This design comes from an exercise in tuning for small area and few clock cycles on the open sky130 flow, not from production work. Only simulation tests tie the RTL to the original design; equivalence was not proved. No activity file was given, so power comes from the tool's default toggle rates.

==> inputs of v9 <==
==> flow/design.v <==
package rvIsaPkg;
	localparam int ILEN = 32;
	localparam int OPC_W = 7;
	localparam int F3_W = 3;
	localparam int F7_W = 7;
	localparam int OPC_LSB = 0;
	localparam int RD_LSB = 7;
	localparam int F3_LSB = 12;
	localparam int RS1_LSB = 15;
	localparam int RS2_LSB = 20;
	localparam int F7_LSB = 25;
	localparam logic [OPC_W-1:0] OPC_RTYPE = 7'b0110011;
	localparam logic [OPC_W-1:0] OPC_OPIMM = 7'b0010011;
	localparam logic [OPC_W-1:0] OPC_LOAD = 7'b0000011;
	localparam logic [OPC_W-1:0] OPC_STORE = 7'b0100011;
	localparam logic [F3_W-1:0] F3_ADDSUB = 3'b000;
	localparam logic [F3_W-1:0] F3_OR = 3'b110;
	localparam logic [F3_W-1:0] F3_AND = 3'b111;
	localparam logic [F7_W-1:0] F7_SUB = 7'b0100000;
	localparam logic [ILEN-1:0] NOP_INSTR = '0;
endpackage
package rvCorePkg;
	localparam int XLEN = 32;
	localparam int REG_IDX_W = 5;
	typedef enum logic [1:0] {
		ALUOP_ADD = 2'b00,
		ALUOP_IMM = 2'b01,
		ALUOP_RTYPE = 2'b10
	} aluOpT;
	typedef enum logic [3:0] {
		ALU_AND = 4'b0000,
		ALU_OR = 4'b0001,
		ALU_ADD = 4'b0010,
		ALU_SUB = 4'b0110
	} aluCtrlT;
	typedef enum logic [1:0] {
		FWD_REG = 2'b00,
		FWD_WB = 2'b01,
		FWD_MEM = 2'b10
	} fwdSelT;
endpackage
`timescale 1ns/1ps
module rvCore #(
	parameter int IMEM_DEPTH = 64,
	parameter int DMEM_DEPTH = 64
) (
	input  logic clk,
	input  logic i_reset,
	input  logic i_run,
	input  logic i_loadEn,
	input  logic [$clog2(IMEM_DEPTH)-1:0] i_loadAddr,
	input  logic [rvCorePkg::XLEN-1:0] i_loadData,
	output logic o_wbValid,
	output logic [rvCorePkg::REG_IDX_W-1:0] o_wbRd,
	output logic [rvCorePkg::XLEN-1:0] o_wbData
);
	localparam int IAW = $clog2(IMEM_DEPTH);
	localparam int DAW = $clog2(DMEM_DEPTH);
	localparam int HALF = IMEM_DEPTH / 2;
	localparam int HAW = IAW - 1;
	localparam int EW = 24;
	localparam logic [EW-1:0] E_NOP = 24'hC00C00;
	function automatic logic [EW-1:0] encode(input logic [31:0] w);
		logic [6:0] opc;
		logic [2:0] f3;
		logic [4:0] rd;
		logic [1:0] op;
		opc = w[6:0];
		f3 = w[14:12];
		rd = w[11:7];
		encode = E_NOP;
		if (opc == rvIsaPkg::OPC_OPIMM && rd != '0)
		begin
			op = (f3 == rvIsaPkg::F3_AND) ? 2'b01 : (f3 == rvIsaPkg::F3_OR) ? 2'b10 : 2'b00;
			encode = {op, rd, w[19:15], w[31:20]};
		end
		else if (opc == rvIsaPkg::OPC_RTYPE && rd != '0)
		begin
			op = (f3 == rvIsaPkg::F3_AND) ? 2'b01 : (f3 == rvIsaPkg::F3_OR) ? 2'b10 :
				(f3 == rvIsaPkg::F3_ADDSUB && w[31:25] == rvIsaPkg::F7_SUB) ? 2'b11 : 2'b00;
			encode = {2'b11, rd, w[19:15], 2'b00, op, 3'b000, w[24:20]};
		end
		else if (opc == rvIsaPkg::OPC_LOAD && rd != '0)
			encode = {2'b11, rd, w[19:15], 2'b01, 2'b00, w[27:20]};
		else if (opc == rvIsaPkg::OPC_STORE)
			encode = {2'b11, w[11:7], w[19:15], 2'b10, 2'b00, w[27:25], w[24:20]};
	endfunction
	function automatic logic isNop(input logic [EW-1:0] e);
		isNop = e[23:22] == 2'b11 && e[11:10] == 2'b11;
	endfunction
	function automatic logic isStore(input logic [EW-1:0] e);
		isStore = e[23:22] == 2'b11 && e[11:10] == 2'b10;
	endfunction
	logic [EW-1:0] ldEnc;
	assign ldEnc = encode(i_loadData);
	logic [EW-1:0] ievn [HALF];
	logic [EW-1:0] iodd [HALF];
	always_ff @(posedge clk)
	begin
		if (i_loadEn && !i_loadAddr[0])
			ievn[i_loadAddr[IAW-1:1]] <= ldEnc;
		if (i_loadEn && i_loadAddr[0])
			iodd[i_loadAddr[IAW-1:1]] <= ldEnc;
	end
	logic [EW-1:0] word0;
	logic [EW-1:0] word1;
	assign word0 = (i_loadEn && i_loadAddr == IAW'(0)) ? ldEnc : ievn[0];
	assign word1 = (i_loadEn && i_loadAddr == IAW'(1)) ? ldEnc : iodd[0];
	logic [IAW-1:0] fa;
	logic [HAW-1:0] evnIdx;
	logic [HAW-1:0] oddIdx;
	logic [EW-1:0] evnRd;
	logic [EW-1:0] oddRd;
	logic [EW-1:0] wA;
	logic [EW-1:0] wB;
	assign oddIdx = fa[IAW-1:1];
	assign evnIdx = fa[IAW-1:1] + HAW'(fa[0]);
	always_comb
	begin
		evnRd = '0;
		oddRd = '0;
		for (int k = 0; k < HALF; k++)
		begin
			evnRd = evnRd | ({EW{evnIdx == HAW'(k)}} & ievn[k]);
			oddRd = oddRd | ({EW{oddIdx == HAW'(k)}} & iodd[k]);
		end
	end
	assign wA = !i_run ? word0 : fa[0] ? oddRd : evnRd;
	assign wB = !i_run ? word1 : fa[0] ? evnRd : oddRd;
	logic nA;
	logic nB;
	logic sA;
	logic sB;
	logic wrA;
	logic wrB;
	logic nxtXv;
	logic nxtSv;
	logic [EW-1:0] nxtX;
	logic [EW-1:0] nxtS;
	logic [IAW-1:0] adv;
	assign nA = isNop(wA);
	assign nB = isNop(wB);
	assign sA = isStore(wA);
	assign sB = isStore(wB);
	assign wrA = !nA && !sA;
	assign wrB = !nB && !sB;
	logic ldUse;
	assign ldUse = wrA && sB && (wB[16:12] == wA[21:17] || wB[4:0] == wA[21:17]);
	assign adv = ((wrA && wrB) || (sA && sB) || ldUse) ? IAW'(1) : IAW'(2);
	assign nxtXv = wrA || wrB;
	assign nxtSv = sA || (sB && !ldUse);
	assign nxtX = wrA ? wA : wB;
	assign nxtS = sA ? wA : wB;
	logic xv;
	logic sv;
	logic sFirst;
	logic [EW-1:0] xi;
	logic [4:0] sRs1;
	logic [4:0] sRs2;
	logic [7:0] sImm;
	always_ff @(posedge clk)
	begin
		sFirst <= sA;
		xi <= nxtX;
		sRs1 <= nxtS[16:12];
		sRs2 <= nxtS[4:0];
		sImm <= {nxtS[7:5], nxtS[21:17]};
	end
	logic isI;
	logic isL;
	logic [1:0] aop;
	logic [4:0] rd;
	logic [4:0] rs1;
	logic [4:0] rs2;
	assign isI = xi[23:22] != 2'b11;
	assign isL = !isI && xi[11:10] == 2'b01;
	assign aop = isI ? xi[23:22] : xi[9:8];
	assign rd = xi[21:17];
	assign rs1 = xi[16:12];
	assign rs2 = xi[4:0];
	logic doWrite;
	logic doStore;
	logic [31:0] regs [1:31];
	logic [31:1] rvalid;
	logic [31:0] a;
	logic [31:0] b;
	logic [7:0] sa;
	logic [31:0] sd;
	logic [31:1] rvalidNxt;
	logic [31:1] selA;
	logic [31:1] selB;
	logic [31:1] selSA;
	logic [31:1] selSD;
	always_comb
	begin
		for (int k = 1; k < 32; k++)
			rvalidNxt[k] = rvalid[k] || (doWrite && rd == 5'(k));
	end
	always_ff @(posedge clk)
	begin
		for (int k = 1; k < 32; k++)
		begin
			selA[k] <= nxtX[16:12] == 5'(k) && rvalidNxt[k];
			selB[k] <= nxtX[4:0] == 5'(k) && rvalidNxt[k];
			selSA[k] <= nxtS[16:12] == 5'(k) && rvalidNxt[k];
			selSD[k] <= nxtS[4:0] == 5'(k) && rvalidNxt[k];
		end
	end
	always_comb
	begin
		a = '0;
		b = '0;
		sa = '0;
		sd = '0;
		for (int k = 1; k < 32; k++)
		begin
			a = a | ({32{selA[k]}} & regs[k]);
			b = b | ({32{selB[k]}} & regs[k]);
			sa = sa | ({8{selSA[k]}} & regs[k][7:0]);
			sd = sd | ({32{selSD[k]}} & regs[k]);
		end
	end
	logic [31:0] opB;
	logic [31:0] aluOut;
	logic [31:0] result;
	assign opB = isI ? {{20{xi[11]}}, xi[11:0]} : b;
	always_comb
	begin
		case (aop)
			2'b01: aluOut = a & opB;
			2'b10: aluOut = a | opB;
			2'b11: aluOut = a - opB;
			default: aluOut = a + opB;
		endcase
	end
	logic [31:0] dmem [DMEM_DEPTH];
	logic [DMEM_DEPTH-1:0] dvalid;
	logic [DAW-1:0] xAddr;
	logic [31:0] memRd;
	logic [31:0] ldData;
	assign xAddr = xAddrR;
	always_comb
	begin
		memRd = '0;
		for (int k = 0; k < DMEM_DEPTH; k++)
			memRd = memRd | ({32{xAddr == DAW'(k) && dvalid[k]}} & dmem[k]);
	end
	logic [7:0] stA;
	logic [31:0] stD;
	logic [7:0] sAddr8;
	logic [DAW-1:0] sAddr;
	assign stA = sa;
	assign stD = sd;
	assign sAddr8 = stA + sImm;
	assign sAddr = sAddr8[7:2];
	logic [7:0] sAddrEarly8;
	assign sAddrEarly8 = sa + sImm;
	assign ldData = (sFirst && sv && sAddrEarly8[7:2] == xAddr) ? sd : memRd;
	assign result = isL ? ldData : aluOut;
	assign doWrite = i_run && xv;
	assign doStore = i_run && sv;
	always_ff @(posedge clk)
	begin
		if (doWrite)
			regs[rd] <= result;
		if (doStore)
			dmem[sAddr] <= stD;
	end
	always_ff @(posedge clk or posedge i_reset)
	begin
		if (i_reset)
		begin
			rvalid <= '0;
			dvalid <= '0;
			o_wbValid <= 1'b0;
		end
		else
		begin
			if (doWrite)
				rvalid[rd] <= 1'b1;
			if (doStore)
				dvalid[sAddr] <= 1'b1;
			o_wbValid <= doWrite;
		end
	end
	always_ff @(posedge clk)
	begin
		o_wbRd <= rd;
		o_wbData <= result;
	end
	logic nxtLoad;
	logic [4:0] nxtRs1;
	logic [7:0] nxtBase;
	logic [7:0] nxtAddr8;
	logic stall;
	logic [DAW-1:0] xAddrR;
	assign nxtLoad = nxtX[23:22] == 2'b11 && nxtX[11:10] == 2'b01;
	assign nxtRs1 = nxtX[16:12];
	always_comb
	begin
		nxtBase = '0;
		for (int k = 1; k < 32; k++)
			nxtBase = nxtBase | ({8{nxtRs1 == 5'(k) && rvalid[k]}} & regs[k][7:0]);
	end
	assign nxtAddr8 = nxtBase + nxtX[7:0];
	assign stall = i_run && xv && nxtXv && nxtLoad && xi[21:17] == nxtRs1;
	always_ff @(posedge clk)
		xAddrR <= nxtAddr8[7:2];
	always_ff @(posedge clk or posedge i_reset)
	begin
		if (i_reset)
			fa <= '0;
		else if (!i_run)
			fa <= adv;
		else if (!stall)
			fa <= fa + adv;
	end
	always_ff @(posedge clk or posedge i_reset)
	begin
		if (i_reset)
		begin
			xv <= 1'b0;
			sv <= 1'b0;
		end
		else
		begin
			xv <= nxtXv && !stall;
			sv <= nxtSv && !stall;
		end
	end
endmodule
==> flow/run.sh <==
#!/bin/bash
# synth_recipe.tcl (not shown) runs the flow's synth.tcl, then flattens the netlist and writes it again
# the make line also repeats each setting of config.mk as NAME=value (left out here)
make -C /OpenROAD-flow-scripts/flow DESIGN_CONFIG=/design/flow/config.mk WORK_HOME=/design/flow/orfs CLKGATE_MAP_FILE= SYNTH_SCRIPT=/design/flow/synth_recipe.tcl finish
==> flow/config.mk <==
export PLATFORM = sky130hd
export DESIGN_NAME = rvCore
export DESIGN_NICKNAME = rvCore
export VERILOG_FILES = /design/flow/design.v
export SDC_FILE = /design/flow/constraint.sdc
export NUM_CORES = 4
export LEC_CHECK = 0
export CAP_MARGIN = 20
export CORE_MARGIN = 2
export CORE_UTILIZATION = 30
export PLACE_DENSITY = 0.4
export SETUP_SLACK_MARGIN = 0.3
export SLEW_MARGIN = 20
==> flow/constraint.sdc <==
create_clock -name core_clock -period 10.0 [get_ports {clk}]
set_input_delay 2.0000 -clock core_clock [delete_from_list [all_inputs] [get_ports {clk}]]
set_output_delay 2.0000 -clock core_clock [all_outputs]
set_load 0.01 [all_outputs]
==> v21: changes against v9 <==
--- a/flow/design.v
+++ b/flow/design.v
@@ -145,12 +145,22 @@
 	assign wrA = !nA && !sA;
 	assign wrB = !nB && !sB;
 	logic ldUse;
-	assign ldUse = wrA && sB && (wB[16:12] == wA[21:17] || wB[4:0] == wA[21:17]);
+	assign ldUse = wrA && sB && wA[23:22] == 2'b11 && wA[11:10] == 2'b01 &&
+		(wB[16:12] == wA[21:17] || wB[4:0] == wA[21:17]);
 	assign adv = ((wrA && wrB) || (sA && sB) || ldUse) ? IAW'(1) : IAW'(2);
 	assign nxtXv = wrA || wrB;
 	assign nxtSv = sA || (sB && !ldUse);
 	assign nxtX = wrA ? wA : wB;
 	assign nxtS = sA ? wA : wB;
+	always_ff @(posedge clk or posedge i_reset)
+	begin
+		if (i_reset)
+			fa <= '0;
+		else if (!i_run)
+			fa <= adv;
+		else
+			fa <= fa + adv;
+	end
 	logic xv;
 	logic sv;
 	logic sFirst;
@@ -158,6 +168,19 @@
 	logic [4:0] sRs1;
 	logic [4:0] sRs2;
 	logic [7:0] sImm;
+	always_ff @(posedge clk or posedge i_reset)
+	begin
+		if (i_reset)
+		begin
+			xv <= 1'b0;
+			sv <= 1'b0;
+		end
+		else
+		begin
+			xv <= nxtXv;
+			sv <= nxtSv;
+		end
+	end
 	always_ff @(posedge clk)
 	begin
 		sFirst <= sA;
@@ -235,22 +258,28 @@
 	end
 	logic [31:0] dmem [DMEM_DEPTH];
 	logic [DMEM_DEPTH-1:0] dvalid;
+	logic [7:0] xAddr8;
 	logic [DAW-1:0] xAddr;
 	logic [31:0] memRd;
 	logic [31:0] ldData;
-	assign xAddr = xAddrR;
+	assign xAddr8 = a[7:0] + xi[7:0];
+	assign xAddr = xAddr8[7:2];
 	always_comb
 	begin
 		memRd = '0;
 		for (int k = 0; k < DMEM_DEPTH; k++)
 			memRd = memRd | ({32{xAddr == DAW'(k) && dvalid[k]}} & dmem[k]);
 	end
+	logic fwdA;
+	logic fwdD;
 	logic [7:0] stA;
 	logic [31:0] stD;
 	logic [7:0] sAddr8;
 	logic [DAW-1:0] sAddr;
-	assign stA = sa;
-	assign stD = sd;
+	assign fwdA = !sFirst && xv && rd == sRs1;
+	assign fwdD = !sFirst && xv && rd == sRs2;
+	assign stA = fwdA ? aluOut[7:0] : sa;
+	assign stD = fwdD ? aluOut : sd;
 	assign sAddr8 = stA + sImm;
 	assign sAddr = sAddr8[7:2];
 	logic [7:0] sAddrEarly8;
@@ -288,44 +317,4 @@
 		o_wbRd <= rd;
 		o_wbData <= result;
 	end
-	logic nxtLoad;
-	logic [4:0] nxtRs1;
-	logic [7:0] nxtBase;
-	logic [7:0] nxtAddr8;
-	logic stall;
-	logic [DAW-1:0] xAddrR;
-	assign nxtLoad = nxtX[23:22] == 2'b11 && nxtX[11:10] == 2'b01;
-	assign nxtRs1 = nxtX[16:12];
-	always_comb
-	begin
-		nxtBase = '0;
-		for (int k = 1; k < 32; k++)
-			nxtBase = nxtBase | ({8{nxtRs1 == 5'(k) && rvalid[k]}} & regs[k][7:0]);
-	end
-	assign nxtAddr8 = nxtBase + nxtX[7:0];
-	assign stall = i_run && xv && nxtXv && nxtLoad && xi[21:17] == nxtRs1;
-	always_ff @(posedge clk)
-		xAddrR <= nxtAddr8[7:2];
-	always_ff @(posedge clk or posedge i_reset)
-	begin
-		if (i_reset)
-			fa <= '0;
-		else if (!i_run)
-			fa <= adv;
-		else if (!stall)
-			fa <= fa + adv;
-	end
-	always_ff @(posedge clk or posedge i_reset)
-	begin
-		if (i_reset)
-		begin
-			xv <= 1'b0;
-			sv <= 1'b0;
-		end
-		else
-		begin
-			xv <= nxtXv && !stall;
-			sv <= nxtSv && !stall;
-		end
-	end
 endmodule
CORE_UTILIZATION = 40   (was 30)
CTS_BUF_LIST = sky130_fd_sc_hd__clkbuf_8   (was unset)
CTS_CLUSTER_DIAMETER = 50   (was unset)
CTS_CLUSTER_SIZE = 12   (was unset)
PLACE_DENSITY = 0.5   (was 0.4)
==> comparison <==
v21 produced a clean layout. v9 finished clean.
Of v9 and v21, v21 has the higher global-route usage (gap 8.3 points).
Of v9 and v21, v9 has the higher die area (gap 31%, measured against v21).
Of v21 and v9, v9 has the higher setup slack (gap 0.42 ns).
Between v9 and v21, the lower register-to-register slack is in v21 (gap 0.42 ns).
Against v9, the first-iteration DRC count of v21 is higher by about 12%.
==> figures <==
	v21	v9
Result of the run	no timing/DRC/antenna violations	no timing/DRC/antenna violations
Async S/R FF share, synth	2.13%	2.13%
Post-synthesis cell type count	118	120
Final period demand of the worst path	9.31 ns	8.88 ns
Via count of the first global-routing pass	144000	141000
Non-clk invs	85	78
Post-synthesis cell area	199000 um2	196000 um2
Hold path depth	1	0
Number of antenna cells inserted	73	83
Sequential Power Share	42.0%	46.3%
Register-to-register path setup slack	0.69 ns	1.12 ns
All-layer global routing usage	43.1%	34.8%
Testbench counts of v9, summed over its fixed seeds: cycles 9,622.
Testbench counts of v21, summed over its fixed seeds: cycles 9,440.

[what the ideal ports hide]
No port has a modelled driver above. Below, the same layouts with a new extraction and two added sets of constraints. Step 1 sets driving cells, clkbuf_16 on the clock port and buf_2 on the other inputs (assumed; they add their load-dependent delay and slew). Step 2 times the ports against the registers' clock, not the clock port: input delays grow and output delays shrink by t, the midpoint of the rising clock arrivals with the driver on. Slacks: ideal ports / drivers / drivers and shift; pairs: ideal ports / drivers.
| run | t, ns | setup WS [ns] | worst setup path after step 2 | worst register clock-pin slew, ns | worst data-port slew with drivers (ns) |
|---|---|---|---|---|---|
| v9 | 1.255 | 1.116 / 1.116 / 0.818 | input to register | 0.07 / 0.07 | 0.28 |
| v21 | 1.409 | 0.691 / 0.691 / 0.691 | register to register | 0.09 / 0.09 | 0.16 |
After both steps setup and hold are still met in every run listed. For v9, which loses most, drivers alone change the setup slack by 0.000 ns; drivers and shift together by -0.298 ns.
